This is an optimization exercise on Yosys and OpenROAD, whose aim is small area, a short achievable clock period and few clock cycles per item, not a production implementation. Only simulation tests tie the RTL to the original design; equivalence was not proved. Power is estimated from default activity; no workload was simulated.

Setup of try-sierra:
// cnn_layer_par
module cnn_layer_par (
  input  logic         clk,
  input  logic         reset,
  input  logic         start,
  input  logic [3:0]   ch_en,
  input  logic         relu_en,
  input  logic         wt_we,
  input  logic [1:0]   wt_ch,
  input  logic [0:0]   wt_w,
  input  logic [3:0]   wt_tap,
  input  logic [15:0]  wt_data,
  input  logic         in_valid,
  output logic         in_ready,
  input  logic [63:0]  in_data,
  output logic [127:0] out_data,
  output logic [3:0]   finished
);
For scale: about 11000 cells after synthesis, roughly 2100 flip-flops, about 130000 µm² of cells after synthesis.
Settings: LEC_CHECK=0, CAP_MARGIN=20, CORE_MARGIN=2, CORE_UTILIZATION=55, CTS_CLUSTER_DIAMETER=60, CTS_CLUSTER_SIZE=30, SLEW_MARGIN=20; clock period 11.0 ns.
standard.sh (not shown) runs the stock make flow with config.mk's settings and CLKGATE_MAP_FILE= SYNTH_SCRIPT=/design/flow/synth_recipe.tcl, a recipe that flattens the netlist after the stock synthesis.
==> flow/flow/run.sh <==
#!/bin/bash
set -euo pipefail
MARGIN=${MARGIN:-7.2}
bash standard.sh SETUP_SLACK_MARGIN=$MARGIN finish > standard_flow.log 2>&1
try-sierra finished all stages; the layout is clean.
Testbench counts of try-sierra, summed over its fixed seeds: cycles 2,816, passes 256.
## Diff of input files: try-amber against try-sierra
==> flow/flow/run.sh <==
#!/bin/bash
set -euo pipefail
MARGIN=${MARGIN:-7.5}
bash standard.sh SETUP_SLACK_MARGIN=$MARGIN finish > standard_flow.log 2>&1
[summary]
- Count of H-tree levels built during CTS: try-amber vs try-sierra identical
- try-amber does worse than try-sierra on wire length.
- sky130_fd_sc_hd__a211oi_1 as the library cell contributing the largest single delay on the critical path was reported by try-sierra, and sky130_fd_sc_hd__dfxtp_4 by try-amber.
- On final RePlAce weighted congestion, try-amber tracks try-sierra almost exactly.
- The total number of nets in the final design in try-amber sits 1.0% above the value recorded for try-sierra.
- try-sierra -> try-amber: total power increased slightly
- From try-sierra to try-amber the numbers moved as follows: via count went up 1119, detailed route wirelength on metal2 went up about 1%, minimum clock period went down 190 ps.
#### Input delta (try-delta over try-amber)
==> flow/flow/run.sh <==
#!/bin/bash
set -euo pipefail
MARGIN=${MARGIN:-8}
bash standard.sh SETUP_SLACK_MARGIN=$MARGIN finish > standard_flow.log 2>&1
--- outcome ---
- First-pass GRT wire length: try-delta worse than try-amber
- Net switching power figure went up by a little under 10% going from try-amber to try-delta.
- try-amber ended up with sky130_fd_sc_hd__dfxtp_4 as its cell with the largest stage delay on the worst path; try-delta ended up with sky130_fd_sc_hd__dfxtp_2.
- try-delta vs. try-amber: routing usage on met3 went up by 1.2 points.
- Layout clock buffer count went up by a few percent going from try-amber to try-delta.
- Diff try-delta..try-amber | number of logic inverters in the finished layout | negligible
Input changes introduced in try-indigo (baseline for comparison: try-delta):
==> flow/flow/run.sh <==
#!/bin/bash
set -euo pipefail
MARGIN=${MARGIN:-7.5}
bash standard.sh SETUP_SLACK_MARGIN=$MARGIN \
  "BUFFER_PORTS_ARGS=-buffer_cell sky130_fd_sc_hd__buf_4" finish > standard_flow.log 2>&1
==> run summary <==
Reported for try-indigo and try-delta, die area turned out identical to the last digit. try-indigo: number of buffers created by CTS 1.8% above try-delta. Delta(length in cells of the worst reg-to-reg path, try-indigo - try-delta) < 0. try-indigo vs try-delta — total power divided by cell area climbed slightly. From try-delta to try-indigo the numbers moved as follows: count of flip-flops with a built-in enable after synthesis was more or less identical; fraction of power consumed by combinational cells now sits lower; total cell area at the placement stage moved down. try-indigo improves on try-delta in first-iteration DRC count.

Starting RTL as in the previous note.
## cnn_layer_par
module cnn_layer_par (
  input  logic         clk,
  input  logic         reset,
  input  logic         start,
  input  logic [3:0]   ch_en,
  input  logic         relu_en,
  input  logic         wt_we,
  input  logic [1:0]   wt_ch,
  input  logic [0:0]   wt_w,
  input  logic [3:0]   wt_tap,
  input  logic [15:0]  wt_data,
  input  logic         in_valid,
  output logic         in_ready,
  input  logic [63:0]  in_data,
  output logic [127:0] out_data,
  output logic [3:0]   finished
);
export LEC_CHECK = 0
export CAP_MARGIN = 20
export CORE_MARGIN = 2
export CORE_UTILIZATION = 55
export CTS_CLUSTER_DIAMETER = 60
export CTS_CLUSTER_SIZE = 30
export SLEW_MARGIN = 20
create_clock -name core_clock -period 11.0 [get_ports {clk}]
==> flow/flow/run.sh <==
#!/bin/bash
set -euo pipefail
MARGIN=${MARGIN:-7.65}
bash standard.sh SETUP_SLACK_MARGIN=$MARGIN \
  "BUFFER_PORTS_ARGS=-buffer_cell sky130_fd_sc_hd__buf_4" finish > standard_flow.log 2>&1
The first run passed the timing, DRC and antenna checks.
Testbench counts at the start, summed over its fixed seeds: cycles 2,816, passes 256.
Change:
==> flow/flow/run.sh (replaced) <==
#!/bin/bash
set -euo pipefail
MARGIN=${MARGIN:-7.5}
bash standard.sh SETUP_SLACK_MARGIN=$MARGIN finish > standard_flow.log 2>&1
CTS_CLUSTER_DIAMETER = 70   (was 60)
CTS_CLUSTER_SIZE = 36   (was 30)
What happened:
- The new run completed without violations
- sequential share of layout area rose by 1.2 points
- via count shrinks by 2.3%
- synthesized area stays the same
- hold slack improves by 0.0083 ns

## afterwards: timing with drivers on the ports
Ports are ideal in the flow. The routed layouts listed here were re-timed in OpenROAD.
Step 1 assumes that a clkbuf_16 drives the clock port and a buf_2 every other input.
Step 2 moves the port delays by t, midway between the first and last clock arrival at a register: inputs arrive t later, outputs are due t later. That takes back most of the time a late clock gives input paths.
a / b / c = ideal ports / drivers / drivers and shift; a / b = the first two.
run | t, ns | setup WS [ns] | hold WS [ns]
try-sierra | 0.955 | 7.199 / 7.196 / 6.657 | 0.455 / 0.455 / 0.455
try-amber | 0.954 | 7.392 / 7.299 / 6.648 | 0.457 / 0.457 / 0.457
try-delta | 0.958 | 7.458 / 7.368 / 7.103 | 0.443 / 0.443 / 0.443
try-indigo | 0.956 | 7.418 / 7.328 / 6.758 | 0.460 / 0.460 / 0.460
the first run of note 2 | 0.951 | 7.340 / 7.248 / 6.582 | 0.451 / 0.451 / 0.451
the second run of note 2 | 0.945 | 7.395 / 7.298 / 6.591 | 0.459 / 0.459 / 0.459
After both steps every run listed still meets setup and hold. For the second run of note 2, which loses most, drivers alone change the setup slack by -0.097 ns; drivers and shift together by -0.804 ns.
